This design comes from an exercise in tuning for small area, a short achievable clock period and few clock cycles per item on the open sky130 flow, not from production work. RTL that was checked went through simulation tests only; none was proved equivalent to the original. For run 5, only the layout was checked, not whether the RTL still works. Power and IR drop assume default switching activity.

==> design/flow/design.v <==
`default_nettype none
package wqe_fetch_pkg;
    localparam int WQE_WIDTH  = 512;
    localparam int WQE_BYTES  = WQE_WIDTH / 8;
    localparam int ADDR_WIDTH = 32;
    localparam int QPID_LSB   = 328;
    localparam int QPID_WIDTH = 4;
    localparam int QPID_MSB   = QPID_LSB + QPID_WIDTH - 1;
    localparam int PAD_WIDTH  = WQE_WIDTH - QPID_MSB - 1;
    typedef logic [ADDR_WIDTH-1:0] addr_t;
    typedef union packed {
        logic [WQE_WIDTH-1:0] raw;
        struct packed {
            logic [PAD_WIDTH-1:0]  pad;
            logic [QPID_WIDTH-1:0] qpn;
            logic [QPID_LSB-1:0]   body;
        } f;
    } wqe_u;
endpackage
`default_nettype wire
`timescale 1ns/100ps
`default_nettype none
import wqe_fetch_pkg::*;
module wqe_fetch_top
#(
    parameter int MAX_QP   = 16,
    parameter int SQ_DEPTH = 4096,
    parameter int BODY     = 32          
)(
    input  logic                  clk,
    input  logic                  rst_n,
    output logic                  o_fetch_ready,
    input  logic                  i_arbit_val,
    input  logic [QPID_WIDTH-1:0] i_qp_idx,
    input  logic [MAX_QP-1:0]     i_active,
    input  logic [MAX_QP-1:0]     i_wqe_cache_alfull,
    input  logic [ADDR_WIDTH-1:0] i_sq_base,
    output logic [ADDR_WIDTH-1:0] o_axi_araddr,
    output logic                  o_axi_arvalid,
    input  logic                  i_axi_arready,
    input  logic [WQE_WIDTH-1:0]  i_axi_rdata,
    input  logic                  i_axi_rvalid,
    output logic                  o_axi_rready,
    output logic                  o_wqe_cache_wr,
    output logic [WQE_WIDTH-1:0]  o_wqe,
    input  logic [MAX_QP-1:0]     i_wqe_cache_full
);
    localparam int PI_WIDTH = $clog2(SQ_DEPTH);
    localparam int BA       = $clog2(BODY);
    localparam int OFF_LSB  = $clog2(WQE_BYTES);
    localparam int OFF_W    = ADDR_WIDTH - OFF_LSB;
    logic                  g_valid;
    logic [MAX_QP-1:0]     g_sel;       
    logic [QPID_WIDTH-1:0] g_qp;
    logic [PI_WIDTH-1:0]   sq_pi  [MAX_QP];
    logic [MAX_QP-1:0]     pi_vld;
    logic                  ar_valid;
    logic [OFF_W-1:0]      ar_addr;
    logic                  hd_vld;
    logic [MAX_QP-1:0]     hd_sel;      
    logic [QPID_WIDTH-1:0] hd_qp;
    logic [QPID_WIDTH-1:0] body [BODY];
    logic [BA:0]           bwp;
    logic [BA:0]           brp;
    logic                  req_ok_q;
    logic                  fr_a;
    logic                  grant;
    logic                  xfer;
    logic                  ar_fire;
    logic                  push;
    logic                  body_empty;   
    logic                  body_full;    
    logic                  to_head;
    logic [PI_WIDTH-1:0]   cur_pi;
    logic [QPID_WIDTH-1:0] hd_nxt;
    function automatic logic [OFF_W-1:0] prefix_add(input logic [OFF_W-1:0] a,
                                                    input logic [OFF_W-1:0] b);
        logic [OFF_W-1:0] g;
        logic [OFF_W-1:0] p;
        logic [OFF_W-1:0] gg;
        logic [OFF_W-1:0] pp;
        g  = a & b;
        p  = a ^ b;
        gg = g;
        pp = p;
        for (int l = 1; l < OFF_W; l = l * 2)
            for (int i = 0; i < OFF_W; i++)
                if ((i / l) % 2 == 1)
                begin
                    gg[i] = gg[i] | (pp[i] & gg[(i / l) * l - 1]);
                    pp[i] = pp[i] & pp[(i / l) * l - 1];
                end
        prefix_add = p ^ {gg[OFF_W-2:0], 1'b0};
    endfunction
    assign xfer          = g_valid & ~body_full & (~ar_valid | i_axi_arready);
    assign o_fetch_ready = fr_a | (req_ok_q & ~body_full & i_axi_arready);
    logic                  req_ok;
    logic                  g_valid_d;
    logic                  ar_valid_d;
    logic [BA:0]           bwp_d;
    logic [BA:0]           brp_d;
    logic                  body_full_d;
    logic                  body_empty_d;
    assign req_ok      = (|i_active) & ~(&i_wqe_cache_alfull);
    assign g_valid_d   = grant | (g_valid & ~xfer);
    assign ar_valid_d  = xfer | (ar_valid & ~ar_fire);
    assign bwp_d       = bwp + (BA+1)'(xfer & ~to_head);
    assign brp_d       = brp + (BA+1)'(push & ~body_empty);
    assign body_full_d  = (bwp_d == {~brp_d[BA], brp_d[BA-1:0]});
    assign body_empty_d = (bwp_d == brp_d);
    assign grant         = i_arbit_val & o_fetch_ready;
    assign ar_fire       = ar_valid & i_axi_arready;
    always_comb
    begin
        cur_pi = '0;
        g_qp   = '0;
        for (int q = 0; q < MAX_QP; q++)
        begin
            if (g_sel[q] & pi_vld[q])
                cur_pi = cur_pi | sq_pi[q];
            if (g_sel[q])
                g_qp = g_qp | QPID_WIDTH'(q);
        end
    end
    assign to_head       = ~hd_vld | (push & body_empty);
    always_ff @(posedge clk or negedge rst_n)
    begin
        if (!rst_n)
        begin
            g_valid  <= 1'b0;
            pi_vld   <= '0;
            ar_valid <= 1'b0;
            hd_vld   <= 1'b0;
            bwp      <= '0;
            brp      <= '0;
            req_ok_q <= 1'b0;
            fr_a     <= 1'b0;
            body_full  <= 1'b0;
            body_empty <= 1'b1;
        end
        else
        begin
            req_ok_q <= req_ok;
            fr_a     <= req_ok & (~g_valid_d | (~body_full_d & ~ar_valid_d));
            body_full  <= body_full_d;
            body_empty <= body_empty_d;
            if (grant)
                g_valid <= 1'b1;
            else if (xfer)
                g_valid <= 1'b0;
            if (xfer)
                pi_vld <= pi_vld | g_sel;
            if (xfer)
                ar_valid <= 1'b1;
            else if (ar_fire)
                ar_valid <= 1'b0;
            if (xfer)
                hd_vld <= 1'b1;
            else if (push & body_empty)
                hd_vld <= 1'b0;
            bwp <= bwp_d;
            brp <= brp_d;
        end
    end
    always_ff @(posedge clk)
    begin
        if (grant)
            g_sel <= MAX_QP'(1) << i_qp_idx;
        for (int q = 0; q < MAX_QP; q++)
            if (xfer & g_sel[q])
                sq_pi[q] <= cur_pi + 1'b1;
        if (xfer)
        begin
            ar_addr <= prefix_add(i_sq_base[ADDR_WIDTH-1:OFF_LSB], OFF_W'({g_qp, cur_pi}));
        end
        if (xfer & ~to_head)
            body[bwp[BA-1:0]] <= g_qp;
        if ((xfer & to_head) | push)
        begin
            hd_sel <= MAX_QP'(1) << hd_nxt;
        end
    end
    assign o_axi_arvalid = ar_valid;
    assign o_axi_araddr  = {ar_addr, i_sq_base[OFF_LSB-1:0]};
    assign hd_nxt = (xfer & to_head) ? g_qp : body[brp[BA-1:0]];
    always_comb
    begin
        hd_qp = '0;
        for (int q = 0; q < MAX_QP; q++)
            if (hd_sel[q])
                hd_qp = hd_qp | QPID_WIDTH'(q);
    end
    assign o_wqe_cache_wr = i_axi_rvalid & hd_vld;
    assign o_axi_rready   = ~|(i_wqe_cache_full & hd_sel);
    assign push           = o_wqe_cache_wr & o_axi_rready;
    assign o_wqe          = {{PAD_WIDTH{1'b0}}, hd_qp, i_axi_rdata[QPID_LSB-1:0]};
endmodule
`default_nettype wire
==> design/flow/flow/run.sh <==
#!/bin/bash
# Standard layout with four changes: port buffers are buf_1, constant outputs share
# tie cells through per-port buffers (flow/ties.tcl), o_axi_rready gets a shallow
# cone of its own (flow/rready.tcl), and CTS adds no dummy loads.
set -euo pipefail
here=$(pwd)
export BUFFER_PORTS_ARGS="-buffer_cell sky130_fd_sc_hd__buf_1"
export POST_GLOBAL_PLACE_TCL=$here/flow/ties.tcl
export POST_FLOORPLAN_TCL=$here/flow/rready.tcl
export CTS_ARGS="-sink_clustering_enable -repair_clock_nets -dont_use_dummy_load -buf_list {sky130_fd_sc_hd__clkbuf_4 sky130_fd_sc_hd__clkbuf_8} -sink_clustering_size 10 -sink_clustering_max_diameter 50"
bash standard.sh > standard.log 2>&1
==> design/flow/flow/rready.tcl <==
# Run at the end of floorplan (POST_FLOORPLAN_TCL). Rebuilds the cone that drives
# o_axi_rready = ~|(i_wqe_cache_full & hd_sel) as a shallow tree (a22oi, nand4, nor2)
# used only by the port; the cone synthesis made keeps driving the internal loads.
set block [ord::get_db_block]
set db [ord::get_db]
set pnet [[$block findBTerm o_axi_rready] getNet]
set inet [odb::dbNet_create $block rready_int]
foreach it [$pnet getITerms] {
  $it disconnect
  $it connect $inet
}
proc cell {master name} {
  set m [[ord::get_db] findMaster $master]
  return [odb::dbInst_create [ord::get_db_block] $m $name]
}
proc pin {inst term net} {
  [$inst findITerm $term] connect $net
}
set full {}
set sel {}
for {set i 0} {$i < 16} {incr i} {
  lappend full [[$block findBTerm "i_wqe_cache_full\[$i\]"] getNet]
  set n [$block findNet "hd_sel\\\[$i\\\]"]
  if {$n eq "NULL"} { set n [$block findNet "hd_sel\[$i\]"] }
  if {$n eq "NULL"} { error "rready.tcl: no net hd_sel\[$i\]" }
  lappend sel $n
}
set y {}
for {set k 0} {$k < 8} {incr k} {
  set c [cell sky130_fd_sc_hd__a22oi_1 rready_a22oi_$k]
  set n [odb::dbNet_create $block rready_y$k]
  pin $c A1 [lindex $full [expr {2 * $k}]]
  pin $c A2 [lindex $sel [expr {2 * $k}]]
  pin $c B1 [lindex $full [expr {2 * $k + 1}]]
  pin $c B2 [lindex $sel [expr {2 * $k + 1}]]
  pin $c Y $n
  lappend y $n
}
set z {}
for {set j 0} {$j < 2} {incr j} {
  set c [cell sky130_fd_sc_hd__nand4_1 rready_nand4_$j]
  set n [odb::dbNet_create $block rready_z$j]
  foreach t {A B C D} k {0 1 2 3} { pin $c $t [lindex $y [expr {4 * $j + $k}]] }
  pin $c Y $n
  lappend z $n
}
set c [cell sky130_fd_sc_hd__nor2_1 rready_nor2]
pin $c A [lindex $z 0]
pin $c B [lindex $z 1]
pin $c Y $pnet
puts "rready.tcl: o_axi_rready rebuilt as a22oi/nand4/nor2"
==> design/flow/flow/ties.tcl <==
# Run after global placement (POST_GLOBAL_PLACE_TCL), once buffer_ports has run.
# The standard flow gives every constant output its own tie cell. Here each constant
# output gets a buf_1 in its tie's place instead, and neighbouring buffers share one
# tie cell, so far fewer tie cells are left with an unused, unextracted pin.
set block [ord::get_db_block]
set bufm [[ord::get_db] findMaster sky130_fd_sc_hd__buf_1]
set group 10
set ports {}
foreach inst [$block getInsts] {
  if {[[$inst getMaster] getName] ne "sky130_fd_sc_hd__conb_1"} { continue }
  foreach pin {LO HI} {
    set net [[$inst findITerm $pin] getNet]
    if {$net eq "NULL"} { continue }
    set bts [$net getBTerms]
    if {[llength $bts] != 1 || [llength [$net getITerms]] != 1} { continue }
    set bt [lindex $bts 0]
    set box [$bt getBBox]
    # order ports along the die edge so that a group's ports are neighbours
    lappend ports [list $pin [$box xMin] [$box yMin] $inst $net]
  }
}
proc edge_key {p} {
  lassign $p pin x y
  return [list $pin [expr {$x + 100000 * $y}]]
}
set ports [lsort -command {apply {{a b} {
  set ka [edge_key $a]; set kb [edge_key $b]
  if {[lindex $ka 0] ne [lindex $kb 0]} { return [string compare [lindex $ka 0] [lindex $kb 0]] }
  return [expr {[lindex $ka 1] < [lindex $kb 1] ? -1 : ([lindex $ka 1] > [lindex $kb 1])}]
}}} $ports]
set n 0
set k 0
set lastpin ""
foreach p $ports {
  lassign $p pin x y tie net
  set loc [$tie getLocation]
  if {$k % $group == 0 || $pin ne $lastpin} {
    set k 0
    set shared [odb::dbNet_create $block "tie_shared_$n"]
    set it [$tie findITerm $pin]
    $it disconnect
    $it connect $shared
  } else {
    odb::dbInst_destroy $tie
  }
  set b [odb::dbInst_create $block $bufm "tie_buf_$n"]
  $b setLocation [lindex $loc 0] [lindex $loc 1]
  $b setPlacementStatus PLACED
  [$b findITerm A] connect $shared
  [$b findITerm X] connect $net
  set lastpin $pin
  incr n
  incr k
}
puts "ties.tcl: $n constant outputs buffered from shared tie cells"
==> design/flow/standard.sh <==
#!/bin/bash
# synth_recipe.tcl (not shown) runs the flow's synth.tcl, then flattens the netlist and writes it again
# the make line also repeats each setting of config.mk as NAME=value (left out here)
make -C /OpenROAD-flow-scripts/flow DESIGN_CONFIG=/design/flow/config.mk WORK_HOME=/design/flow/orfs CLKGATE_MAP_FILE= SYNTH_SCRIPT=/design/flow/synth_recipe.tcl "${@:-finish}"
==> design/flow/config.mk <==
export PLATFORM = sky130hd
export DESIGN_NAME = wqe_fetch_top
export DESIGN_NICKNAME = wqe_fetch_top
export VERILOG_FILES = /design/flow/design.v
export SDC_FILE = /design/flow/constraint.sdc
export NUM_CORES = 4
export LEC_CHECK = 0
export CAP_MARGIN = 0
export CORE_AREA = 10 10 410 410
export DIE_AREA = 0 0 420 420
export SETUP_SLACK_MARGIN = 4.0
export SLEW_MARGIN = 0
==> design/flow/constraint.sdc <==
create_clock -name core_clock -period 8.0 [get_ports {clk}]
set_input_delay 1.6000 -clock core_clock [delete_from_list [all_inputs] [get_ports {clk}]]
set_output_delay 1.6000 -clock core_clock [all_outputs]
set_load 0.01 [all_outputs]
==> flow_summary.yaml, run 1 <==
worst_hold_path:
  hold_path_startpoint: "g_valid$_DFFE_PN0P_"
  min_delay_worst_endpoint: "g_valid$_DFFE_PN0P_"
  hold-path-cell-count: 1
  hold_path.class: "register to register"
clock_tree:
  cts_tree: "built"
  cts_htree_levels: 2
  cts_hold_buffers: 0
  clock_input_transition_at_the_sequential_cells_of_the_worst_setup_and_hold_paths_ns: 0.06
  clock-root-buffer: "sky130_fd_sc_hd__clkbuf_8"
  tritoncts.num_buffers: 48
  cts.path.max_buffers: 3
  clkLatencyLatePin_ns: 0.61
  numClockSinks: 413
synthesis:
  syn-cell-area_mm2: 0.02091
  synth_top_cells_by_count: "sky130_fd_sc_hd__buf_4, sky130_fd_sc_hd__edfxtp_1, sky130_fd_sc_hd__nand3_1"
  postSynth.topFlopCell: "sky130_fd_sc_hd__edfxtp_1"
  ys_seq_elements: 413
  netlist-cell-type-count: 60
  synth-xor-area-share: 0.01718
  compound_cell_area_share_of_the_yosys_netlist: 0.03585
  synth_top_family_by_area: "buffers and inverters"
  synth_top_area_share: 0.5429
  yosysSeqAreaShare: 0.5849
  fraction_of_the_mapped_netlist_area_in_adder_cells: 0.01580
  synth_enable_flop_cells: 378
  yosys.area.top_type: "sky130_fd_sc_hd__edfxtp_1"
  postSynth.asyncResetShare: 0.08475
  synth.top_cells.by_area: "sky130_fd_sc_hd__edfxtp_1, sky130_fd_sc_hd__buf_4, sky130_fd_sc_hd__dfrtp_1, sky130_fd_sc_hd__nand3_1, sky130_fd_sc_hd__mux4_2"
  synth_simple_gate_area_frac: 0.1046
  synthesis.area_per_instance_um2: 12.83
  synth.yosys.warnings: 2
  post-synth-top-count-cell: "sky130_fd_sc_hd__buf_4"
  number_of_cells_produced_by_synthesis: 1630
  synthMuxAreaShare: 0.04429
die:
  dieHeight_um: 420
  num_io_pins: 1149
  dieWidth_um: 420
  floorplan.rows: 146
  core_area_mm2: 0.1587
  initial_standard_cell_utilization_of_the_core: 0.1317
  floorplan.die_area_mm2: 0.1764
sta:
  grt_setup_unrepaired: "false"
  clock_period_minus_final_worst_setup_slack_ns: 3.917
  finalSetupViolCount: 0
  finalHoldViolations: 0
  period_utilization: 0.4897
  skew_ns: 0.05379
  worst-slew-pin-transition_ns: 1.385
  final_max_slew_viol_count: 0
  maxClockFrequency_ghz: 0.2553
  maxSlewHeadroom: 0.06976
  sum_of_negative_setup_slack_ns: 0
routing:
  detail_route.iter0.violations: 933
  viasPerCell: 3.325
  num_vias: 11833
  remaining_drc_errors: 0
  wl_um: 91840
  drt-wirelength-per-cell_um: 25.81
  firstDrtPassIters: 5
  drtAntennaViolNets: 0
power_and_ir_drop:
  peakVddDrop_uv: 97.26
  static-leakage-power_nw: 6.394
  power_density_over_cell_area_mw_per_mm2: 249.1
  power_mw: 5.459
cells_and_area:
  drive_above_1_share: 0.1238
  final_net_count: 2113
  areaGrowthSynthToFinish_pct: 4.848
worst_setup_path:
  arrival_ns: 2.32
  crit_chain: "buf_1 > a22oi_2 > nand4_1 > nor2_2 > buf_2"
  start_kind: "input port"
  worst_path_largest_cell_delay_ns: 0.19
  slowest_stage: "sky130_fd_sc_hd__a22oi_2"
  timing.critical_path.to_type: "primary output"
  regToRegEndpoint: "ar_addr[9]$_DFFE_PP_"
  worstPathRequired_ns: 6.40
  setup.reg_to_reg.worst_slack_ns: 4.14
  reg2reg_from: "g_sel[13]$_SDFFCE_PN0P_"
  ff2ff_path_depth: 12
  timing.setup.critical_path_class: "input port to primary output"
  path_max_fanout: 2
global_route:
  global_route.overflow_total: 0
  grt_max_degree: 43
  grt_antenna_before_repair: 4
  grt_pass1_wl_um: 114500
  gr-usage-all-layers: 0.09648
  first_global_vias: 11620
run_status:
  run_status: "complete, no violations"
placed_design:
  port_buffers: 116
  dpl_wire_length_um: 74210
flow_run:
  max-cap-violations: 0
[metrics by stage]
| stage | util | hold slack (ns) | cell area (um^2) | setup WS, ns | cells |
|---|---|---|---|---|---|
| floorplan | - | 0.4780 | 21660 | 3.881 | 1809 |
| global placement | 0.1312 | 0.4998 | 20830 | 3.170 | 3467 |
| detailed placement | 0.1317 | 0.5243 | 20900 | 3.116 | 3485 |
| CTS | 0.1362 | 0.5397 | 21620 | 3.886 | 3535 |
| global route | 0.1381 | 0.5691 | 21920 | 3.991 | 3559 |
| finish | 0.1381 | 0.5374 | 21920 | 4.083 | 3559 |
[what timing repair did]
action | in CTS | in global routing
gates cloned | 1 | 0
pin swaps | 1 | 3
resized for setup | 14 | 18
buffers inserted | 1 | 23
endpoints found under the setup margin | 20 | 16
[routing by layer]
metal  routed length [um]  GRT usage
met1                21680    0.07118
met2                37300     0.1343
met3                26560     0.1240
met4                 6301    0.05874
met5                    0  0.0005466
[logic make-up after synthesis]
logic type      after synthesis
fa+ha+maj                    24
simple gates                421
mux                          56
xor+xnor                     41
flops                       413
buf+inv                     578
compound gates               96
other cells                   1
[critical path: cells and delay by family]
kind / cells / cell delay, ns
simple gates: 2 / 0.28
compound gates: 1 / 0.19
buf+inv: 2 / 0.25
[worst max path at each step]
stage | from | end | cells after the start | slack (ns)
floorplan | i_wqe_cache_full[4] | fr_a$_DFF_PN0_ | 16 | 3.88
global placement | i_axi_arready | fr_a$_DFF_PN0_ | 14 | 3.17
detailed placement | i_axi_arready | fr_a$_DFF_PN0_ | 14 | 3.12
CTS | i_axi_arready | o_fetch_ready | 4 | 3.89
global route | i_wqe_cache_full[6] | o_axi_rready | 5 | 3.99
finish | i_wqe_cache_full[4] | o_axi_rready | 5 | 4.08
[cells in the final DEF (no fill, tap or decap), drive strengths merged, types with 3 or more instances in the layout]
master | Yosys | routed
a32oi | 25 | 25
a21oi | 14 | 14
nor4 | 24 | 24
a32o | 3 | 3
a21o | 6 | 6
mux4 | 24 | 24
nor3 | 13 | 13
and2 | 12 | 12
dfrtp | 34 | 34
o21ai | 7 | 7
inv | 20 | 19
a221oi | 5 | 5
a311o | 4 | 4
a22o | 9 | 9
clkbuf | 35 | 49
nor2b | 4 | 4
or4 | 3 | 3
ha | 20 | 20
conb | 1 | 18
and3 | 24 | 24
mux2 | 4 | 4
xor2 | 11 | 11
nand2 | 41 | 41
mux2i | 28 | 28
a22oi | 10 | 18
nand2b | 7 | 7
and4 | 3 | 3
o22ai | 4 | 4
fa | 4 | 4
or2 | 18 | 18
nor2 | 80 | 81
xnor2 | 30 | 30
nand4 | 31 | 33
buf | 523 | 336
nand3b | 5 | 5
nand3 | 152 | 152
edfxtp | 378 | 378
[state kept, by name, summed over array words and instances, names as in the netlist]
| name | cells |
|---|---|
| ar_valid | 1 |
| hd_sel | 16 |
| body | 128 |
| req_ok_q | 1 |
| hd_vld | 1 |
| sq_pi | 192 |
| ar_addr | 26 |
| body_empty | 1 |
| pi_vld | 16 |
| g_valid | 1 |
| body_full | 1 |
| g_sel | 16 |
| brp | 6 |
| bwp | 6 |
| fr_a | 1 |
[where the power goes]
group          switching [mW]  internal (mW)  total (mW)
sequential              0.138           2.87        3.01
combinational           0.839          0.383        1.22
clock                   0.693          0.532        1.23
total                    1.67           3.79        5.46
[layout make-up]
class / instances / area, um^2
inverter: 20 / 78.83
clock buffer: 48 / 660.6
buffer: 180 / 675.6
sequential: 413 / 12230
antenna: 1 / 2.502
fill: 17579 / 136800
timing repair buffer: 157 / 797.0
tap: 2072 / 2592
timing repair inverter: 1 / 5.005
multi-input combinational: 667 / 4878
Testbench counts, summed over its fixed seeds: cycles 11,267, items 8,000.
==> inputs of run 2 (changes only) <==
--- a/design/flow/design.v
+++ b/design/flow/design.v
@@ -53,7 +53,7 @@
     logic [MAX_QP-1:0]     g_sel;       
     logic [QPID_WIDTH-1:0] g_qp;
     logic [PI_WIDTH-1:0]   sq_pi  [MAX_QP];
-    logic [MAX_QP-1:0]     pi_vld;
+    logic                  pi_init;
     logic                  ar_valid;
     logic [OFF_W-1:0]      ar_addr;
     logic                  hd_vld;
@@ -116,7 +116,7 @@
         g_qp   = '0;
         for (int q = 0; q < MAX_QP; q++)
         begin
-            if (g_sel[q] & pi_vld[q])
+            if (g_sel[q])
                 cur_pi = cur_pi | sq_pi[q];
             if (g_sel[q])
                 g_qp = g_qp | QPID_WIDTH'(q);
@@ -128,7 +128,7 @@
         if (!rst_n)
         begin
             g_valid  <= 1'b0;
-            pi_vld   <= '0;
+            pi_init  <= 1'b0;
             ar_valid <= 1'b0;
             hd_vld   <= 1'b0;
             bwp      <= '0;
@@ -148,8 +148,7 @@
                 g_valid <= 1'b1;
             else if (xfer)
                 g_valid <= 1'b0;
-            if (xfer)
-                pi_vld <= pi_vld | g_sel;
+            pi_init  <= 1'b1;
             if (xfer)
                 ar_valid <= 1'b1;
             else if (ar_fire)
@@ -167,8 +166,8 @@
         if (grant)
             g_sel <= MAX_QP'(1) << i_qp_idx;
         for (int q = 0; q < MAX_QP; q++)
-            if (xfer & g_sel[q])
-                sq_pi[q] <= cur_pi + 1'b1;
+            if (~pi_init | (xfer & g_sel[q]))
+                sq_pi[q] <= pi_init ? cur_pi + 1'b1 : '0;
         if (xfer)
         begin
             ar_addr <= prefix_add(i_sq_base[ADDR_WIDTH-1:OFF_LSB], OFF_W'({g_qp, cur_pi}));
--- a/design/flow/config.mk
+++ b/design/flow/config.mk
@@ -8,5 +8,5 @@
 export CAP_MARGIN = 0
 export CORE_AREA = 10 10 410 410
 export DIE_AREA = 0 0 420 420
-export SETUP_SLACK_MARGIN = 4.0
+export SETUP_SLACK_MARGIN = 4.2
 export SLEW_MARGIN = 0
==> run 2 against run 1 <==
  * First-iteration DRC count decreased by 2.3%
  * Final cell count decreased by 2.5%
  * Clock-buffer cell count unchanged
  * Worst hold slack got worse by 0.012 ns
  * Wire length decreased by 2.6%
  * Largest power group unchanged
  * Clock power about the same
  * Still clean
  * Maximum frequency increased by 1.7%
  * Core utilization decreased by 0.40 points
  * Final area decreased by 2.9%
  * Combinational power increased by about 20%
  * Clock skew increased by 0.086 ns
  * Critical path depth increased by 10
==> flow_summary.yaml, run 2 <==
run_status:
  run_status: "complete, no violations"
routing:
  drtAntennaViolNets: 0
  firstDrtPassIters: 8
  num_vias: 11164
  drt-wirelength-per-cell_um: 25.77
  detail_route.iter0.violations: 912
  wl_um: 89410
  viasPerCell: 3.218
  remaining_drc_errors: 0
die:
  core_area_mm2: 0.1587
  floorplan.rows: 146
  initial_standard_cell_utilization_of_the_core: 0.1272
  floorplan.die_area_mm2: 0.1764
  dieWidth_um: 420
  dieHeight_um: 420
  num_io_pins: 1149
cells_and_area:
  max_flop_register: "sq_pi"
  drive_above_1_share: 0.1276
  final_net_count: 2022
  fillers: 17598
  largest_register_ff_count: 192
  areaGrowthSynthToFinish_pct: 5.435
  final-seq-area_mm2: 0.01185
  multi_input_comb_area_mm2: 0.004619
  most_common_cell_after_layout_fill_and_taps_aside: "sky130_fd_sc_hd__edfxtp_1"
  mostFrequentLayoutCells: "sky130_fd_sc_hd__edfxtp_1, sky130_fd_sc_hd__buf_1, sky130_fd_sc_hd__nor2_1"
  final_design_area_no_fill_mm2: 0.02129
worst_setup_path:
  timing.setup.critical_path_class: "input port to register"
  start_kind: "input port"
  arrival_ns: 4.26
  worstPathRequired_ns: 8.41
  path_max_fanout: 4
  cp-startpoint: "i_wqe_cache_full[11]"
  reg2reg_from: "g_sel[10]$_SDFFCE_PN0P_"
  timing.critical_path.to_type: "register"
synthesis:
  synth.top_cells.by_area: "sky130_fd_sc_hd__edfxtp_1, sky130_fd_sc_hd__buf_4, sky130_fd_sc_hd__dfrtp_1, sky130_fd_sc_hd__mux4_2, sky130_fd_sc_hd__nor2_1"
  synthesis.area_per_instance_um2: 13.12
  synth_simple_gate_area_frac: 0.06816
  netlist-cell-type-count: 57
  synth.yosys.warnings: 2
  fraction_of_the_mapped_netlist_area_in_adder_cells: 0.01636
  post-synth-top-count-cell: "sky130_fd_sc_hd__buf_4"
  synth_enable_flop_cells: 378
  ys_seq_elements: 398
  postSynth.asyncResetShare: 0.05025
  synthMuxAreaShare: 0.04548
  synth_top_cells_by_count: "sky130_fd_sc_hd__buf_4, sky130_fd_sc_hd__edfxtp_1, sky130_fd_sc_hd__nor2_1"
  number_of_cells_produced_by_synthesis: 1539
  synth-xor-area-share: 0.01735
  postSynth.topFlopCell: "sky130_fd_sc_hd__edfxtp_1"
  syn-cell-area_mm2: 0.02019
  synth_top_family_by_area: "buffers and inverters"
  yosysSeqAreaShare: 0.5870
  yosys.area.top_type: "sky130_fd_sc_hd__edfxtp_1"
  compound_cell_area_share_of_the_yosys_netlist: 0.06035
  synth_top_area_share: 0.5622
clock_tree:
  clock_input_transition_at_the_sequential_cells_of_the_worst_setup_and_hold_paths_ns: 0.07
  cts_htree_levels: 2
  cts_hold_buffers: 0
  cts.path.max_buffers: 3
  cts_tree: "built"
  numClockSinks: 398
  clkLatencyLatePin_ns: 0.66
  tritoncts.num_buffers: 48
  clock-root-buffer: "sky130_fd_sc_hd__clkbuf_8"
sta:
  worst-slew-pin-transition_ns: 1.207
  finalHoldViolations: 0
  period_utilization: 0.4817
  maxClockFrequency_ghz: 0.2595
  maxSlewHeadroom: 0.1954
  sum_of_negative_setup_slack_ns: 0
  grt_setup_unrepaired: "true"
  finalSetupViolCount: 0
  skew_ns: 0.1402
  clock_period_minus_final_worst_setup_slack_ns: 3.853
  final_max_slew_viol_count: 0
worst_hold_path:
  hold_path.class: "register to register"
  hold_path_startpoint: "g_valid$_DFFE_PN0P_"
global_route:
  first_global_vias: 11051
  grt_max_degree: 44
  global_route.overflow_total: 0
  grt_antenna_before_repair: 7
  gr-usage-all-layers: 0.09433
  grt_pass1_wl_um: 111800
flow_run:
  max-cap-violations: 0
power_and_ir_drop:
  static-leakage-power_nw: 6.402
  power_mw: 5.942
  power_density_over_cell_area_mw_per_mm2: 279.1
  p_switching_mw: 1.855
  power.switching_fraction: 0.3122
  pwr-share-comb: 0.246
  p_seq_frac: 0.550
  peakVddDrop_uv: 112.9
  power.share.clock: 0.204
  internal-power_mw: 4.087
placed_design:
  port_buffers: 116
  dpl_wire_length_um: 70950
  dpl-instance-area_mm2: 0.02025
run 2: what timing repair did:
item                       in CTS  in global routing
resized for setup              28                 47
buffers inserted                9                  3
pin swaps                       9                 18
setup endpoints to repair      35                 50
run 2: layer usage:
layer  wire length, um  GRT usage  vias up
met5               527    0.02432        -
met4              5966    0.06199        8
met3             23400     0.1114      271
met2             37440     0.1327      821
met1             22080    0.07085     5310
li1                  -          -     4754
run 2: stage by stage:
step                      std cells  utilization  hold WS (ns)  setup slack (ns)
after floorplan                1718            -        0.4681             3.960
after global placement         3389       0.1271        0.4956             3.316
after detailed placement       3407       0.1276        0.5200             3.317
after CTS                      3464       0.1328        0.5097             4.151
after global routing           3469       0.1341        0.5531             4.079
final                          3469       0.1341        0.5252             4.147
run 2: cell families (layout without fill, tap and decap cells):
family | after synthesis | in the layout
buffers and inverters | 581 | 409
DFF | 398 | 398
and+or+nand+nor | 286 | 289
AOI/OAI and AO/OA | 152 | 160
muxes | 56 | 56
xor gates and xnor gates | 40 | 40
adders and majority gates | 24 | 24
other | 2 | 21
run 2: cell type report:
cell class,instances,area share
multi-input cells,588,0.2170
flip-flops and latches,398,0.5568
repair buffers,150,0.03585
plain buffers,180,0.03174
clock buffers,48,0.03103
inverters,31,0.005583
diodes,2,0.0002351
well taps,2072,0.1218
run 2: path summary, 6_finish.rpt:
check | endpoint | cells past startpoint | slack, ns
worst max-delay path | fr_a$_DFF_PN0_ | 15 | 4.15
worst min-delay path | ar_valid$_DFFE_PN0P_ | 2 | 0.53
worst max register to register | ar_addr[8]$_DFFE_PP_ | 16 | 4.33
worst min register to register | ar_valid$_DFFE_PN0P_ | 2 | 0.53
max in group asynchronous | body_empty$_DFF_PN1_ | 2 | 6.66
min in group asynchronous | pi_init$_DFF_PN0_ | 2 | 0.94
run 2: power groups by stage:
| stage | clock [mW] | sequential (mW) | combinational [mW] |
|---|---|---|---|
| finish | 1.21 | 3.27 | 1.46 |
| global route | 1.32 | 3.32 | 1.60 |
| CTS | 1.24 | 3.27 | 1.41 |
| global placement | 0 | 3.30 | 1.33 |
| detailed placement | 0 | 3.32 | 1.38 |
| floorplan | 0 | 3.24 | 1.14 |
run 2: worst max-delay path, cell delays in order:
cell and delay, ns:
sky130_fd_sc_hd__clkbuf_2 0.11, sky130_fd_sc_hd__a22o_1 0.25, sky130_fd_sc_hd__a221oi_2 0.19, sky130_fd_sc_hd__and4_4 0.33, sky130_fd_sc_hd__a31o_4 0.19, sky130_fd_sc_hd__nor2_4 0.05
sky130_fd_sc_hd__ha_4 0.19, sky130_fd_sc_hd__ha_4 0.17, sky130_fd_sc_hd__xor2_2 0.18, sky130_fd_sc_hd__xnor2_1 0.19, sky130_fd_sc_hd__nand3_1 0.09, sky130_fd_sc_hd__or3_4 0.42
sky130_fd_sc_hd__nor2_4 0.12, sky130_fd_sc_hd__o21ai_2 0.06, sky130_fd_sc_hd__and2_1 0.13
Testbench counts of run 2, summed over its fixed seeds: cycles 11,267, items 8,000.
==> inputs of run 3 (changes only) <==
--- a/design/flow/config.mk
+++ b/design/flow/config.mk
@@ -8,5 +8,5 @@
 export CAP_MARGIN = 0
 export CORE_AREA = 10 10 410 410
 export DIE_AREA = 0 0 420 420
-export SETUP_SLACK_MARGIN = 4.2
+export SETUP_SLACK_MARGIN = 4.0
 export SLEW_MARGIN = 0
==> run 3 against run 2 <==
  * Core utilization down 0.12 points
  * Sequential power about the same
  * Synthesized cell count unchanged
  * Synthesized area unchanged
  * Register-to-register slack worse by 0.14 ns
  * Sequential share of layout area up 0.52 points
  * Clock-buffer cell count unchanged
  * Setup slack worse by 0.091 ns
  * Largest cell class unchanged
==> flow_summary.yaml, run 3 <==
synthesis:
  ys_seq_elements: 398
  netlist-cell-type-count: 57
  postSynth.topFlopCell: "sky130_fd_sc_hd__edfxtp_1"
  post-synth-top-count-cell: "sky130_fd_sc_hd__buf_4"
  synth_top_cells_by_count: "sky130_fd_sc_hd__buf_4, sky130_fd_sc_hd__edfxtp_1, sky130_fd_sc_hd__nor2_1"
  synthesis.area_per_instance_um2: 13.12
  syn-cell-area_mm2: 0.02019
  synth.yosys.warnings: 2
  synth.top_cells.by_area: "sky130_fd_sc_hd__edfxtp_1, sky130_fd_sc_hd__buf_4, sky130_fd_sc_hd__dfrtp_1, sky130_fd_sc_hd__mux4_2, sky130_fd_sc_hd__nor2_1"
  yosys.area.top_type: "sky130_fd_sc_hd__edfxtp_1"
  number_of_cells_produced_by_synthesis: 1539
  yosysSeqAreaShare: 0.5870
  synth_top_area_share: 0.5622
  postSynth.asyncResetShare: 0.05025
  synth_enable_flop_cells: 378
clock_tree:
  clkLatencyLatePin_ns: 0.67
  clock-root-buffer: "sky130_fd_sc_hd__clkbuf_8"
  numClockSinks: 398
  cts_tree: "built"
  cts.path.max_buffers: 3
  tritoncts.num_buffers: 48
  cts_htree_levels: 2
  cts_hold_buffers: 0
  clock_input_transition_at_the_sequential_cells_of_the_worst_setup_and_hold_paths_ns: 0.07
worst_setup_path:
  worstPathRequired_ns: 6.40
  slowest_stage: "sky130_fd_sc_hd__a22oi_1"
  critPathMostFrequentCell: "sky130_fd_sc_hd__buf_1"
  crit_chain: "buf_1 > a22oi_1 > nand4_1 > nor2_1 > buf_1"
  cp_top_family: "buffers and inverters"
  reg2reg_from: "g_sel[0]$_SDFFCE_PP0P_"
  setup.reg_to_reg.worst_slack_ns: 4.19
  arrival_ns: 2.34
  regToRegEndpoint: "ar_addr[8]$_DFFE_PP_"
  timing.critical_path.to_type: "primary output"
  timing.setup.critical_path_class: "input port to primary output"
  path_max_fanout: 2
  start_kind: "input port"
  ff2ff_path_depth: 16
  worst_path_largest_cell_delay_ns: 0.23
  buffers_plus_inverters_on_the_worst_setup_path: 2
cells_and_area:
  most_common_cell_after_layout_fill_and_taps_aside: "sky130_fd_sc_hd__edfxtp_1"
  largest_register_ff_count: 192
  fillers: 17631
  areaGrowthSynthToFinish_pct: 4.468
  multi_input_comb_area_mm2: 0.004504
  final_cell_count_no_fill: 3468
  final-seq-area_mm2: 0.01185
  max_flop_register: "sq_pi"
  drive_above_1_share: 0.1070
  mostFrequentLayoutCells: "sky130_fd_sc_hd__edfxtp_1, sky130_fd_sc_hd__buf_1, sky130_fd_sc_hd__nor2_1"
  final_design_area_no_fill_mm2: 0.02109
  final_net_count: 2020
die:
  num_io_pins: 1149
  core_area_mm2: 0.1587
  dieHeight_um: 420
  initial_standard_cell_utilization_of_the_core: 0.1272
  floorplan.rows: 146
  dieWidth_um: 420
  floorplan.die_area_mm2: 0.1764
placed_design:
  port_buffers: 116
  dpl_wire_length_um: 70950
  placed_cells: 3407
  dpl-instance-area_mm2: 0.02025
global_route:
  grt_pass1_wl_um: 111700
  grt_max_degree: 44
  grt_antenna_before_repair: 8
  gr-usage-all-layers: 0.09426
  global_route.overflow_total: 0
  first_global_vias: 11078
routing:
  wl_um: 89370
  num_vias: 11194
  viasPerCell: 3.228
  detail_route.iter0.violations: 989
  drtAntennaViolNets: 0
  firstDrtPassIters: 5
  drt-wirelength-per-cell_um: 25.77
  remaining_drc_errors: 0
flow_run:
  max-cap-violations: 0
sta:
  finalSetupViolCount: 0
  worst-slew-pin-transition_ns: 1.223
  finalHoldViolations: 0
  skew_ns: 0.1468
  sum_of_negative_setup_slack_ns: 0
  grt_setup_unrepaired: "false"
  final_max_slew_viol_count: 0
  maxSlewHeadroom: 0.1846
  clock_period_minus_final_worst_setup_slack_ns: 3.944
  period_utilization: 0.4930
  timing.hold.ws_ns: 0.5039
  maxClockFrequency_ghz: 0.2535
run_status:
  run_status: "complete, no violations"
power_and_ir_drop:
  static-leakage-power_nw: 6.336
  peakVddDrop_uv: 112.5
  power_density_over_cell_area_mw_per_mm2: 280.2
worst_hold_path:
  hold_path.class: "register to register"
  hold_path_startpoint: "g_valid$_DFFE_PN0P_"
  hold-path-cell-count: 2
  min_delay_worst_endpoint: "ar_valid$_DFFE_PN0P_"
## run 3: cell count changes in the layout (fill, tap and decap cells not counted), sizes merged
cell    change
buf         +1
clkbuf      -3
diode       +1
## run 3: worst register-to-register path: cells and delay by family (launching register included)
kind	cells	cell delay, ns
AOI/OAI and AO/OA	4	0.95
and+or+nand+nor	6	0.87
adders and majority gates	3	1.05
buffers and inverters	3	0.39
DFF	1	0.36
## run 3: final cells by class
cell class                 count  share of cell area
inverter                      31            0.005516
clock buffer                  48             0.03132
antenna                        3           0.0003559
buffer                       180             0.03203
multi-input combinational    588              0.2135
tap                         2072              0.1229
sequential                   398              0.5620
timing repair buffer         148             0.03239
## run 3: worst max path at each step
stage,from,end,slack (ns),cells after the start
5_1_grt,g_sel[6]$_SDFFCE_PP0P_,ar_addr[8]$_DFFE_PP_,3.99,15
3_3_place_gp,i_axi_rvalid,o_wqe_cache_wr,3.32,3
6_report,i_wqe_cache_full[10],o_axi_rready,4.06,5
3_5_place_dp,i_axi_rvalid,o_wqe_cache_wr,3.32,3
4_1_cts,i_axi_rvalid,o_wqe_cache_wr,3.94,3
2_1_floorplan,i_wqe_cache_full[7],fr_a$_DFF_PN0_,3.96,15
## run 3: cells by family after synthesis
family | after synthesis | synth area share
simple gates | 286 | 0.06816
fa+ha+maj | 24 | 0.01636
compound gates | 152 | 0.06036
xor+xnor | 40 | 0.01735
buf+inv | 581 | 0.2049
flops | 398 | 0.5870
mux | 56 | 0.04548
other cells | 2 | 0.0003719
## run 3: where the power goes
group          internal [mW]  total (mW)  switching, mW
Combinational          0.484        1.43          0.948
Sequential              3.05        3.26          0.212
Clock                  0.531        1.21          0.684
## run 3: what timing repair did
| action | CTS | global route |
|---|---|---|
| setup endpoints to repair | 11 | 14 |
| resized for setup | 10 | 16 |
| pin swaps | 0 | 3 |
| buffers inserted | 8 | 2 |
## run 3: routing by layer
layer  up-vias  wire (um)  global-route usage
li1       4755          -                   -
met1      5357      22110             0.07049
met2       806      37010              0.1310
met3       266      23570              0.1127
met4        10       6231             0.06500
met5         -        445             0.01968
## run 3: stage by stage
step / setup slack, ns / power (mW) / utilization
after CTS: 3.938 / 5.916 / 0.1322
after detailed placement: 3.317 / 4.699 / 0.1276
final: 4.056 / 5.911 / 0.1329
after floorplan: 3.960 / 4.380 / -
after global placement: 3.316 / 4.623 / 0.1271
after global routing: 3.995 / 6.199 / 0.1329
==> inputs of run 4 (changes only) <==
--- a/design/flow/config.mk
+++ b/design/flow/config.mk
@@ -8,5 +8,5 @@
 export CAP_MARGIN = 0
 export CORE_AREA = 10 10 410 410
 export DIE_AREA = 0 0 420 420
-export SETUP_SLACK_MARGIN = 4.0
+export SETUP_SLACK_MARGIN = 4.1
 export SLEW_MARGIN = 0
==> run 4 against run 3 <==
  * Flip-flop and latch count stayed put
  * Critical endpoint unchanged
  * Wire length hardly changed
  * Core utilization increased by 0.078 points
  * Critical path type unchanged
  * Synthesized cell count stayed put
==> flow_summary.yaml, run 4 <==
synthesis:
  synthMuxAreaShare: 0.04548
  synth_top_family_by_area: "buffers and inverters"
  synth_top_cells_by_count: "sky130_fd_sc_hd__buf_4, sky130_fd_sc_hd__edfxtp_1, sky130_fd_sc_hd__nor2_1"
  fraction_of_the_mapped_netlist_area_in_adder_cells: 0.01636
  synth-xor-area-share: 0.01735
  synth_simple_gate_area_frac: 0.06816
  synth.yosys.warnings: 2
  postSynth.asyncResetShare: 0.05025
  compound_cell_area_share_of_the_yosys_netlist: 0.06035
  yosys.area.top_type: "sky130_fd_sc_hd__edfxtp_1"
  ys_seq_elements: 398
  netlist-cell-type-count: 57
  synth.top_cells.by_area: "sky130_fd_sc_hd__edfxtp_1, sky130_fd_sc_hd__buf_4, sky130_fd_sc_hd__dfrtp_1, sky130_fd_sc_hd__mux4_2, sky130_fd_sc_hd__nor2_1"
  synth_top_area_share: 0.5622
  yosysSeqAreaShare: 0.5870
  synthesis.area_per_instance_um2: 13.12
  synth_enable_flop_cells: 378
  post-synth-top-count-cell: "sky130_fd_sc_hd__buf_4"
  postSynth.topFlopCell: "sky130_fd_sc_hd__edfxtp_1"
  number_of_cells_produced_by_synthesis: 1539
  syn-cell-area_mm2: 0.02019
global_route:
  global_route.overflow_total: 0
  grt_antenna_before_repair: 8
  grt_max_degree: 44
  grt_pass1_wl_um: 111700
  gr-usage-all-layers: 0.09427
  first_global_vias: 11085
clock_tree:
  tritoncts.num_buffers: 48
  numClockSinks: 398
  cts.path.max_buffers: 3
  clock-root-buffer: "sky130_fd_sc_hd__clkbuf_8"
  clock_input_transition_at_the_sequential_cells_of_the_worst_setup_and_hold_paths_ns: 0.07
  cts_tree: "built"
  cts_hold_buffers: 0
  clkLatencyLatePin_ns: 0.67
  cts_htree_levels: 2
placed_design:
  port_buffers: 116
  placed_cells: 3407
  dpl_wire_length_um: 70950
power_and_ir_drop:
  static-leakage-power_nw: 6.370
  power_density_over_cell_area_mw_per_mm2: 279.5
  peakVddDrop_uv: 112.8
worst_setup_path:
  ff2ff_path_depth: 16
  arrival_ns: 2.28
  reg2reg_from: "g_sel[1]$_SDFFCE_PP0P_"
  crit_chain: "clkbuf_2 > a22oi_2 > nand4_1 > nor2_1 > buf_2"
  timing.setup.critical_path_class: "input port to primary output"
  timing.critical_path.to_type: "primary output"
  slowest_stage: "sky130_fd_sc_hd__a22oi_2"
  worst_path_largest_cell_delay_ns: 0.20
  start_kind: "input port"
  path_max_fanout: 2
  setup.reg_to_reg.worst_slack_ns: 4.24
  worstPathRequired_ns: 6.40
  regToRegEndpoint: "ar_addr[8]$_DFFE_PP_"
  setup.worst_path.end: "o_axi_rready"
  cp-startpoint: "i_wqe_cache_full[10]"
sta:
  final_max_slew_viol_count: 0
  finalHoldViolations: 0
  grt_setup_unrepaired: "true"
  sum_of_negative_setup_slack_ns: 0
  finalSetupViolCount: 0
  maxClockFrequency_ghz: 0.2577
  skew_ns: 0.1439
  period_utilization: 0.4850
  clock_period_minus_final_worst_setup_slack_ns: 3.880
  worst-slew-pin-transition_ns: 1.208
  maxSlewHeadroom: 0.1947
die:
  initial_standard_cell_utilization_of_the_core: 0.1272
  dieWidth_um: 420
  floorplan.rows: 146
  floorplan.die_area_mm2: 0.1764
  num_io_pins: 1149
  core_area_mm2: 0.1587
  dieHeight_um: 420
cells_and_area:
  max_flop_register: "sq_pi"
  final_net_count: 2020
  areaGrowthSynthToFinish_pct: 5.081
  drive_above_1_share: 0.1192
  mostFrequentLayoutCells: "sky130_fd_sc_hd__edfxtp_1, sky130_fd_sc_hd__buf_1, sky130_fd_sc_hd__nor2_1"
  fillers: 17614
  most_common_cell_after_layout_fill_and_taps_aside: "sky130_fd_sc_hd__edfxtp_1"
  largest_register_ff_count: 192
  final_cell_count_no_fill: 3468
routing:
  firstDrtPassIters: 7
  met3_wirelength_from_detailed_routing_um: 23920
  viasPerCell: 3.224
  drtAntennaViolNets: 0
  wl_met2_um: 37080
  drt-wirelength-per-cell_um: 25.79
  top_layer: "met5"
  wl_um: 89450
  detail_route.iter0.violations: 905
  remaining_drc_errors: 0
  num_vias: 11182
  drt-met1-wl_um: 21790
run_status:
  run_status: "complete, no violations"
worst_hold_path:
  hold_path.class: "register to register"
  hold_path_startpoint: "g_valid$_DFFE_PN0P_"
flow_run:
  max-cap-violations: 0
==> run 4: metrics by stage <==
step	instance area, um^2	worst slack, ns	power, mW	hold WS [ns]	utilization
5_1_grt	21220	4.045	6.222	0.5341	0.1337
3_3_place_gp	20180	3.316	4.623	0.4956	0.1271
3_5_place_dp	20250	3.317	4.699	0.5200	0.1276
4_1_cts	21020	4.077	5.921	0.5097	0.1324
6_report	21220	4.120	5.931	0.5059	0.1337
2_1_floorplan	20940	3.960	4.380	0.4681	-
==> run 4: worst min-delay path by stage <==
stage / cells after the start / slack (ns) / end
floorplan: 1 / 0.47 / bwp[2]$_DFF_PN0_
global placement: 1 / 0.50 / g_valid$_DFFE_PN0P_
detailed placement: 1 / 0.52 / g_valid$_DFFE_PN0P_
CTS: 2 / 0.51 / ar_valid$_DFFE_PN0P_
global route: 2 / 0.53 / ar_valid$_DFFE_PN0P_
finish: 2 / 0.51 / ar_valid$_DFFE_PN0P_
==> run 4: report_power, final <==
part	total, mW	leakage (nW)	switching [mW]	internal (mW)
Clock	1.21	0.345	0.683	0.531
Combinational	1.45	2.19	0.955	0.496
Sequential	3.27	3.83	0.215	3.05
==> run 4: cell type report <==
class                           instances  area (um^2)  area share
Antenna cell                            3        7.507   0.0003538
Buffer                                180        675.6     0.03184
Clock buffer                           48        660.6     0.03114
Inverter                               31        118.9    0.005602
Multi-Input combinational cell        588         4614      0.2175
Sequential cell                       398        11850      0.5587
Tap cell                             2072         2592      0.1222
Timing Repair Buffer                  148        694.4     0.03273
==> run 4: logic make-up (layout without fill, tap and decap cells) <==
group | count (synthesis) | in the layout
adder cells (fa/ha/maj) | 24 | 24
multiplexers | 56 | 56
buffers and inverters | 581 | 407
XOR/XNOR | 40 | 40
flip-flops | 398 | 398
AO/OA/AOI/OAI | 152 | 160
other | 2 | 22
AND/OR/NAND/NOR | 286 | 289
==> run 4: timing repair <==
action | in CTS | in global routing
buffers inserted | 8 | 2
pin swaps | 1 | 10
resized for setup | 16 | 38
endpoints found under the setup margin | 20 | 45
==> run 4: worst max-delay path: cells and delay by family <==
| family | cells | cell delay [ns] |
|---|---|---|
| buf+inv | 2 | 0.26 |
| simple gates | 2 | 0.21 |
| compound gates | 1 | 0.20 |
==> run 4: per-layer routing <==
| metal | track usage | up-vias |
|---|---|---|
| met1 | 0.07051 | 5332 |
| met2 | 0.1310 | 816 |
| li1 | - | 4756 |
| met4 | 0.06500 | 8 |
| met3 | 0.1127 | 270 |
| met5 | 0.01968 | - |
==> inputs of run 5 (changes only) <==
--- a/design/flow/design.v
+++ b/design/flow/design.v
@@ -50,7 +50,6 @@
     localparam int OFF_LSB  = $clog2(WQE_BYTES);
     localparam int OFF_W    = ADDR_WIDTH - OFF_LSB;
     logic                  g_valid;
-    logic [MAX_QP-1:0]     g_sel;       
     logic [QPID_WIDTH-1:0] g_qp;
     logic [PI_WIDTH-1:0]   sq_pi  [MAX_QP];
     logic                  pi_init;
@@ -110,18 +109,7 @@
     assign body_empty_d = (bwp_d == brp_d);
     assign grant         = i_arbit_val & o_fetch_ready;
     assign ar_fire       = ar_valid & i_axi_arready;
-    always_comb
-    begin
-        cur_pi = '0;
-        g_qp   = '0;
-        for (int q = 0; q < MAX_QP; q++)
-        begin
-            if (g_sel[q])
-                cur_pi = cur_pi | sq_pi[q];
-            if (g_sel[q])
-                g_qp = g_qp | QPID_WIDTH'(q);
-        end
-    end
+    assign cur_pi        = sq_pi[g_qp];
     assign to_head       = ~hd_vld | (push & body_empty);
     always_ff @(posedge clk or negedge rst_n)
     begin
@@ -164,9 +152,9 @@
     always_ff @(posedge clk)
     begin
         if (grant)
-            g_sel <= MAX_QP'(1) << i_qp_idx;
+            g_qp <= i_qp_idx;
         for (int q = 0; q < MAX_QP; q++)
-            if (~pi_init | (xfer & g_sel[q]))
+            if (~pi_init | (xfer & (g_qp == QPID_WIDTH'(q))))
                 sq_pi[q] <= pi_init ? cur_pi + 1'b1 : '0;
         if (xfer)
         begin
--- a/design/flow/config.mk
+++ b/design/flow/config.mk
@@ -8,5 +8,5 @@
 export CAP_MARGIN = 0
 export CORE_AREA = 10 10 410 410
 export DIE_AREA = 0 0 420 420
-export SETUP_SLACK_MARGIN = 4.1
+export SETUP_SLACK_MARGIN = 4.2
 export SLEW_MARGIN = 0
==> run 5 against run 4 <==
  * Clock-buffer cell count shrank 3
  * Critical endpoint is now ar_addr[24]$_DFFE_PP_
  * Register-to-register slack lost 0.21 ns
  * Maximum frequency shrank 2.3%
  * First-iteration DRC count grew 27%
  * Clock power shrank 3%
  * Flip-flop and latch count shrank 12
  * Setup slack lost 0.093 ns
  * Final area grew 8.9%
==> flow_summary.yaml, run 5 <==
clock_tree:
  clkLatencyLatePin_ns: 0.63
  cts_htree_levels: 2
  cts_tree: "built"
  cts.path.max_buffers: 3
  clock_input_transition_at_the_sequential_cells_of_the_worst_setup_and_hold_paths_ns: 0.07
  cts_hold_buffers: 0
  clock-root-buffer: "sky130_fd_sc_hd__clkbuf_8"
  numClockSinks: 386
  tritoncts.num_buffers: 45
synthesis:
  yosys.area.top_type: "sky130_fd_sc_hd__edfxtp_1"
  synth.top_cells.by_area: "sky130_fd_sc_hd__edfxtp_1, sky130_fd_sc_hd__buf_4, sky130_fd_sc_hd__mux4_2, sky130_fd_sc_hd__dfrtp_1, sky130_fd_sc_hd__mux2i_1"
  netlist-cell-type-count: 92
  postSynth.asyncResetShare: 0.05181
  synth_top_cells_by_count: "sky130_fd_sc_hd__buf_4, sky130_fd_sc_hd__edfxtp_1, sky130_fd_sc_hd__nor2_1"
  synth.yosys.warnings: 2
  postSynth.topFlopCell: "sky130_fd_sc_hd__edfxtp_1"
  synthesis.area_per_instance_um2: 12.95
  number_of_cells_produced_by_synthesis: 1611
  ys_seq_elements: 386
  synth_enable_flop_cells: 366
  post-synth-top-count-cell: "sky130_fd_sc_hd__buf_4"
  synth_top_area_share: 0.5267
  yosysSeqAreaShare: 0.5508
  syn-cell-area_mm2: 0.02087
die:
  dieWidth_um: 420
  core_area_mm2: 0.1587
  floorplan.rows: 146
  initial_standard_cell_utilization_of_the_core: 0.1314
  num_io_pins: 1149
  dieHeight_um: 420
  floorplan.die_area_mm2: 0.1764
global_route:
  gr-usage-all-layers: 0.1041
  grt_max_degree: 48
  global_route.overflow_total: 0
  grt_antenna_before_repair: 4
  grt_pass1_wl_um: 123600
  first_global_vias: 11982
run_status:
  run_status: "complete, no violations"
cells_and_area:
  final_cell_count_no_fill: 3595
  largest_register_ff_count: 192
  max_flop_register: "sq_pi"
  utilization: 0.1455
  final_net_count: 2146
  drive_above_1_share: 0.2265
  areaGrowthSynthToFinish_pct: 10.69
  final_design_area_no_fill_mm2: 0.02310
  most_common_cell_after_layout_fill_and_taps_aside: "sky130_fd_sc_hd__edfxtp_1"
  mostFrequentLayoutCells: "sky130_fd_sc_hd__edfxtp_1, sky130_fd_sc_hd__buf_1, sky130_fd_sc_hd__buf_4"
sta:
  grt_setup_unrepaired: "true"
  maxSlewHeadroom: 0.2300
  period_utilization: 0.4966
  timing.hold.ws_ns: 0.5164
  worst-slew-pin-transition_ns: 1.155
  final_max_slew_viol_count: 0
  sum_of_negative_setup_slack_ns: 0
  maxClockFrequency_ghz: 0.2517
  clock_period_minus_final_worst_setup_slack_ns: 3.973
  finalHoldViolations: 0
  skew_ns: 0.07649
  finalSetupViolCount: 0
worst_hold_path:
  hold_path.class: "register to register"
worst_setup_path:
  worstPathRequired_ns: 8.42
  path_max_fanout: 12
  timing.setup.critical_path_class: "register to register"
  arrival_ns: 4.39
  timing.critical_path.to_type: "register"
  start_kind: "register"
routing:
  wl_um: 99750
  drt-wirelength-per-cell_um: 27.75
  detail_route.iter0.violations: 1147
  firstDrtPassIters: 8
  num_vias: 12397
  drtAntennaViolNets: 0
  remaining_drc_errors: 0
  viasPerCell: 3.448
power_and_ir_drop:
  power_density_over_cell_area_mw_per_mm2: 234.4
  static-leakage-power_nw: 7.306
  peakVddDrop_uv: 92.92
placed_design:
  port_buffers: 116
  dpl_wire_length_um: 74070
  placed_cells: 3460
  dpl-instance-area_mm2: 0.02088
flow_run:
  max-cap-violations: 0
[run 5: logic make-up (layout without fill, tap and decap cells)]
family	count (synthesis)	count (layout)	share of synthesized area
AOI/OAI and AO/OA	189	198	0.07046
xor gates and xnor gates	41	41	0.01721
adders and majority gates	24	24	0.01583
buffers and inverters	607	486	0.2089
DFF	386	386	0.5508
muxes	85	85	0.05900
other	2	23	0.0003599
and+or+nand+nor	277	280	0.07747
[run 5: final timing paths]
| path | startpoint | end | slack, ns | cells past startpoint |
|---|---|---|---|---|
| min | g_valid$_DFFE_PN0P_ | g_valid$_DFFE_PN0P_ | 0.52 | 1 |
| min reg2reg | g_valid$_DFFE_PN0P_ | g_valid$_DFFE_PN0P_ | 0.52 | 1 |
| max reg2reg | g_qp[3]$_DFFE_PP_ | ar_addr[24]$_DFFE_PP_ | 4.03 | 17 |
| max | g_qp[3]$_DFFE_PP_ | ar_addr[24]$_DFFE_PP_ | 4.03 | 17 |
| max in group asynchronous | rst_n | body_empty$_DFF_PN1_ | 6.60 | 2 |
| min in group asynchronous | rst_n | pi_init$_DFF_PN0_ | 0.97 | 2 |
[run 5: metal layers]
| metal | share of wire | global-route usage |
|---|---|---|
| met1 | 0.24 | 0.07935 |
| met2 | 0.43 | 0.1540 |
| met3 | 0.24 | 0.1098 |
| met4 | 0.078 | 0.06801 |
| met5 | 0.0090 | 0.03799 |
[run 5: layout make-up]
class                           count  area, um^2
Fill cell                       17459      135600
Sequential cell                   386       11490
Clock buffer                       45       619.3
Inverter                           38       148.9
Multi-Input combinational cell    647        5769
Timing Repair Buffer              223        1787
Tap cell                         2072        2592
Buffer                            180       675.6
Antenna cell                        4       10.01
[run 5: stage by stage]
stage	power (mW)	worst slack [ns]
floorplan	3.769	4.059
global placement	3.940	2.412
detailed placement	3.994	2.811
CTS	5.336	4.133
global route	5.617	3.990
finish	5.415	4.027
[run 5: report_power, final]
group          internal [mW]  switching [mW]  total, mW  leakage (nW)
Sequential              2.60           0.148       2.75          3.80
Combinational          0.578           0.917       1.50          3.19
Clock                  0.499           0.672       1.17         0.324
Total                   3.68            1.74       5.41          7.31
[run 5: worst max-delay path: stages (launching register included)]
cell                       delay [ns]
sky130_fd_sc_hd__edfxtp_1        0.46
sky130_fd_sc_hd__buf_12          0.19
sky130_fd_sc_hd__buf_16          0.16
sky130_fd_sc_hd__mux2_2          0.23
sky130_fd_sc_hd__nand3_1         0.10
sky130_fd_sc_hd__o2111a_1        0.21
sky130_fd_sc_hd__a31oi_4         0.25
sky130_fd_sc_hd__ha_2            0.24
sky130_fd_sc_hd__inv_2           0.04
sky130_fd_sc_hd__fa_2            0.33
sky130_fd_sc_hd__nor2b_1         0.15
sky130_fd_sc_hd__o21ai_2         0.08
sky130_fd_sc_hd__a21boi_2        0.22
sky130_fd_sc_hd__o41a_1          0.27
sky130_fd_sc_hd__o21ai_4         0.10
sky130_fd_sc_hd__a31o_4          0.29
sky130_fd_sc_hd__nor3_4          0.18
sky130_fd_sc_hd__xor2_2          0.31
[run 5: repair_timing]
action | CTS | global route
endpoints found under the setup margin | 184 | 38
gates cloned | 12 | 4
resized for setup | 60 | 70
pin swaps | 21 | 36
setup buffers | 44 | 26
==> inputs of run 6 (changes only) <==
--- a/design/flow/design.v
+++ b/design/flow/design.v
@@ -50,6 +50,7 @@
     localparam int OFF_LSB  = $clog2(WQE_BYTES);
     localparam int OFF_W    = ADDR_WIDTH - OFF_LSB;
     logic                  g_valid;
+    logic [MAX_QP-1:0]     g_sel;       
     logic [QPID_WIDTH-1:0] g_qp;
     logic [PI_WIDTH-1:0]   sq_pi  [MAX_QP];
     logic                  pi_init;
@@ -109,7 +110,18 @@
     assign body_empty_d = (bwp_d == brp_d);
     assign grant         = i_arbit_val & o_fetch_ready;
     assign ar_fire       = ar_valid & i_axi_arready;
-    assign cur_pi        = sq_pi[g_qp];
+    always_comb
+    begin
+        cur_pi = '0;
+        g_qp   = '0;
+        for (int q = 0; q < MAX_QP; q++)
+        begin
+            if (g_sel[q])
+                cur_pi = cur_pi | sq_pi[q];
+            if (g_sel[q])
+                g_qp = g_qp | QPID_WIDTH'(q);
+        end
+    end
     assign to_head       = ~hd_vld | (push & body_empty);
     always_ff @(posedge clk or negedge rst_n)
     begin
@@ -152,9 +164,9 @@
     always_ff @(posedge clk)
     begin
         if (grant)
-            g_qp <= i_qp_idx;
+            g_sel <= MAX_QP'(1) << i_qp_idx;
         for (int q = 0; q < MAX_QP; q++)
-            if (~pi_init | (xfer & (g_qp == QPID_WIDTH'(q))))
+            if (~pi_init | (xfer & g_sel[q]))
                 sq_pi[q] <= pi_init ? cur_pi + 1'b1 : '0;
         if (xfer)
         begin
--- a/design/flow/flow/rready.tcl
+++ b/design/flow/flow/rready.tcl
@@ -1,14 +1,18 @@
 # Run at the end of floorplan (POST_FLOORPLAN_TCL). Rebuilds the cone that drives
 # o_axi_rready = ~|(i_wqe_cache_full & hd_sel) as a shallow tree (a22oi, nand4, nor2)
-# used only by the port; the cone synthesis made keeps driving the internal loads.
+# that drives the port and every internal load; the cone synthesis made is then
+# left without loads and removed.
 set block [ord::get_db_block]
 set db [ord::get_db]
 set pnet [[$block findBTerm o_axi_rready] getNet]
-set inet [odb::dbNet_create $block rready_int]
+set ndrv 0
 foreach it [$pnet getITerms] {
-  $it disconnect
-  $it connect $inet
+  if {[$it isOutputSignal]} {
+    $it disconnect
+    incr ndrv
+  }
 }
+if {$ndrv != 1} { error "rready.tcl: o_axi_rready has $ndrv drivers" }
 proc cell {master name} {
   set m [[ord::get_db] findMaster $master]
   return [odb::dbInst_create [ord::get_db_block] $m $name]
@@ -48,4 +52,6 @@
 pin $c A [lindex $z 0]
 pin $c B [lindex $z 1]
 pin $c Y $pnet
-puts "rready.tcl: o_axi_rready rebuilt as a22oi/nand4/nor2"
+set before [llength [$block getInsts]]
+eliminate_dead_logic
+puts "rready.tcl: o_axi_rready rebuilt as a22oi/nand4/nor2, [expr {$before - [llength [$block getInsts]]}] cells of the old cone removed"
==> run 6 against run 5 <==
  * Clock skew rose by 0.041 ns
  * Non-clock buffer count decreased by 24
  * Register-to-register slack better by 0.21 ns
  * Global-route usage down 0.70 points
  * Synthesized area fell by 3.2%
  * Final cell count down 2.4%
  * Critical path type is now input port to primary output
  * Largest cell class unchanged
  * Maximum frequency grew 2.3%
  * First-iteration DRC count is 26% lower
  * Still clean
  * Highest routed layer unchanged
==> flow_summary.yaml, run 6 <==
run_status:
  run_status: "complete, no violations"
routing:
  drtAntennaViolNets: 0
  remaining_drc_errors: 0
  num_vias: 11167
  detail_route.iter0.violations: 845
  wl_um: 91980
  viasPerCell: 3.182
  drt-wirelength-per-cell_um: 26.21
die:
  num_io_pins: 1149
  floorplan.rows: 146
  dieWidth_um: 420
  dieHeight_um: 420
  floorplan.die_area_mm2: 0.1764
global_route:
  grt_antenna_before_repair: 6
  grt_max_degree: 43
  global_route.overflow_total: 0
  first_global_vias: 11151
  grt_pass1_wl_um: 113600
  gr-usage-all-layers: 0.09712
synthesis:
  synth_top_cells_by_count: "sky130_fd_sc_hd__buf_4, sky130_fd_sc_hd__edfxtp_1, sky130_fd_sc_hd__nor2_1"
  yosys.area.top_type: "sky130_fd_sc_hd__edfxtp_1"
  ys_seq_elements: 398
  synth.yosys.warnings: 2
  syn-cell-area_mm2: 0.02019
  netlist-cell-type-count: 57
  synth_enable_flop_cells: 378
  synth_top_area_share: 0.5622
  yosysSeqAreaShare: 0.5870
  synth.top_cells.by_area: "sky130_fd_sc_hd__edfxtp_1, sky130_fd_sc_hd__buf_4, sky130_fd_sc_hd__dfrtp_1, sky130_fd_sc_hd__mux4_2, sky130_fd_sc_hd__nor2_1"
cells_and_area:
  max_flop_register: "sq_pi"
  mostFrequentLayoutCells: "sky130_fd_sc_hd__edfxtp_1, sky130_fd_sc_hd__buf_1, sky130_fd_sc_hd__nor2_1"
  fillers: 17571
  drive_above_1_share: 0.1679
  most_common_cell_after_layout_fill_and_taps_aside: "sky130_fd_sc_hd__edfxtp_1"
  final_net_count: 2062
clock_tree:
  cts_tree: "built"
  cts_htree_levels: 2
  cts_hold_buffers: 0
  clock-root-buffer: "sky130_fd_sc_hd__clkbuf_8"
  numClockSinks: 398
  clock_input_transition_at_the_sequential_cells_of_the_worst_setup_and_hold_paths_ns: 0.06
  tritoncts.num_buffers: 48
  clkLatencyLatePin_ns: 0.67
worst_setup_path:
  worst_path_largest_cell_delay_ns: 0.18
  buffers_plus_inverters_on_the_worst_setup_path: 2
  timing.setup.critical_path_class: "input port to primary output"
  arrival_ns: 2.28
  cp_top_family: "simple AND/OR/NAND/NOR gates"
  start_kind: "input port"
  slowest_stage: "sky130_fd_sc_hd__nand4_1"
  timing.critical_path.to_type: "primary output"
  worstPathRequired_ns: 6.40
  crit_chain: "buf_1 > a22oi_1 > nand4_1 > nor2_4 > buf_6"
  path_max_fanout: 2
  setup.reg_to_reg.worst_slack_ns: 4.24
sta:
  worst-slew-pin-transition_ns: 1.070
  timing.hold.ws_ns: 0.5280
  maxSlewHeadroom: 0.2865
  clock_period_minus_final_worst_setup_slack_ns: 3.883
  grt_setup_unrepaired: "true"
  finalSetupViolCount: 0
  layout_setup_ws_ns: 4.117
  skew_ns: 0.1171
  period_utilization: 0.4854
placed_design:
  dp_worst_setup_slack_ns: 2.927
  port_buffers: 116
  dpl_wire_length_um: 73470
  placed_cells: 3390
power_and_ir_drop:
  power_mw: 6.076
  power_density_over_cell_area_mw_per_mm2: 277.8
  peakVddDrop_uv: 110.0
run 6: cell count changes in the layout (fill, tap and decap cells not counted), moves of 14 or more:
cell and delta:
sky130_fd_sc_hd__o21ai_0 -17, sky130_fd_sc_hd__a22o_1 +25, sky130_fd_sc_hd__mux2_2 -14, sky130_fd_sc_hd__nor2_1 +28, sky130_fd_sc_hd__mux2i_1 -15, sky130_fd_sc_hd__a22oi_1 +39
sky130_fd_sc_hd__nand2_1 +26, sky130_fd_sc_hd__buf_4 -16
run 6: final timing paths:
check | from | to | depth (start not counted)
min reg2reg | brp[5]$_DFF_PN0_ | brp[5]$_DFF_PN0_ | 2
max in group asynchronous | rst_n | body_empty$_DFF_PN1_ | 2
min | brp[5]$_DFF_PN0_ | brp[5]$_DFF_PN0_ | 2
max reg2reg | g_sel[10]$_SDFFCE_PN0P_ | ar_addr[25]$_DFFE_PP_ | 16
max | i_wqe_cache_full[2] | o_axi_rready | 5
min in group asynchronous | rst_n | pi_init$_DFF_PN0_ | 2
run 6: cell families after synthesis:
kind of cell | synth area share
other cells | 0.0003719
flops | 0.5870
fa+ha+maj | 0.01636
buf+inv | 0.2049
simple gates | 0.06816
xor+xnor | 0.01735
mux | 0.04548
compound gates | 0.06036
run 6: per-layer routing:
metal  vias to the layer above  track usage  part of all wire
met1                      5318      0.06711              0.23
li1                       4811            -                 -
met2                       757       0.1460              0.44
met3                       269       0.1166              0.26
met5                         -      0.03280            0.0090
met4                        12      0.05448             0.062
run 6: power by group:
part | internal (mW) | switching (mW) | leakage (nW)
Clock | 0.530 | 0.689 | 0.345
Sequential | 3.05 | 0.203 | 3.83
Combinational | 0.597 | 1.00 | 2.51
run 6: worst reg2reg max path, stage by stage (launching register included):
cell and delay (ns):
sky130_fd_sc_hd__edfxtp_1 0.53, sky130_fd_sc_hd__buf_6 0.21, sky130_fd_sc_hd__a22oi_1 0.18, sky130_fd_sc_hd__nand2_1 0.09, sky130_fd_sc_hd__nor4_2 0.29, sky130_fd_sc_hd__buf_4 0.20, sky130_fd_sc_hd__inv_1 0.07, sky130_fd_sc_hd__ha_4 0.28
sky130_fd_sc_hd__and3_4 0.18, sky130_fd_sc_hd__and3_1 0.17, sky130_fd_sc_hd__and2_4 0.16, sky130_fd_sc_hd__a21oi_4 0.06, sky130_fd_sc_hd__buf_12 0.14, sky130_fd_sc_hd__o21ba_4 0.27, sky130_fd_sc_hd__buf_8 0.18, sky130_fd_sc_hd__nor4_4 0.28
sky130_fd_sc_hd__xor2_1 0.10
run 6: layout make-up:
class | count | area, um^2 | area share
sequential | 398 | 11850 | 0.5421
multi-input combinational | 579 | 4676 | 0.2138
tap | 2072 | 2592 | 0.1186
timing repair buffer | 199 | 1287 | 0.05888
buffer | 180 | 675.6 | 0.03090
clock buffer | 48 | 660.6 | 0.03021
inverter | 31 | 116.4 | 0.005321
antenna | 2 | 5.005 | 0.0002289
run 6: per-stage QoR:
step / util / instance area, um^2
floorplan: - / 20940
global placement: 0.1263 / 20050
detailed placement: 0.1267 / 20110
CTS: 0.1358 / 21560
global route: 0.1377 / 21860
finish: 0.1378 / 21870
run 6: timing repair:
action                                  4_1_cts  5_1_grt
resized for setup                            50       44
setup buffers                                59        9
pin swaps                                    15       15
cloned                                        1        0
endpoints found under the setup margin       52       16
Testbench counts of run 6, summed over its fixed seeds: cycles 11,267, items 8,000.

Re-timed with assumed drivers on the ports (clkbuf_16 on the clock, buf_2 on other inputs), run 6 has 4.090 ns of setup slack against 4.117 ns with ideal ports, and 3.698 ns once port delays also move by the mid clock arrival of 0.669 ns.
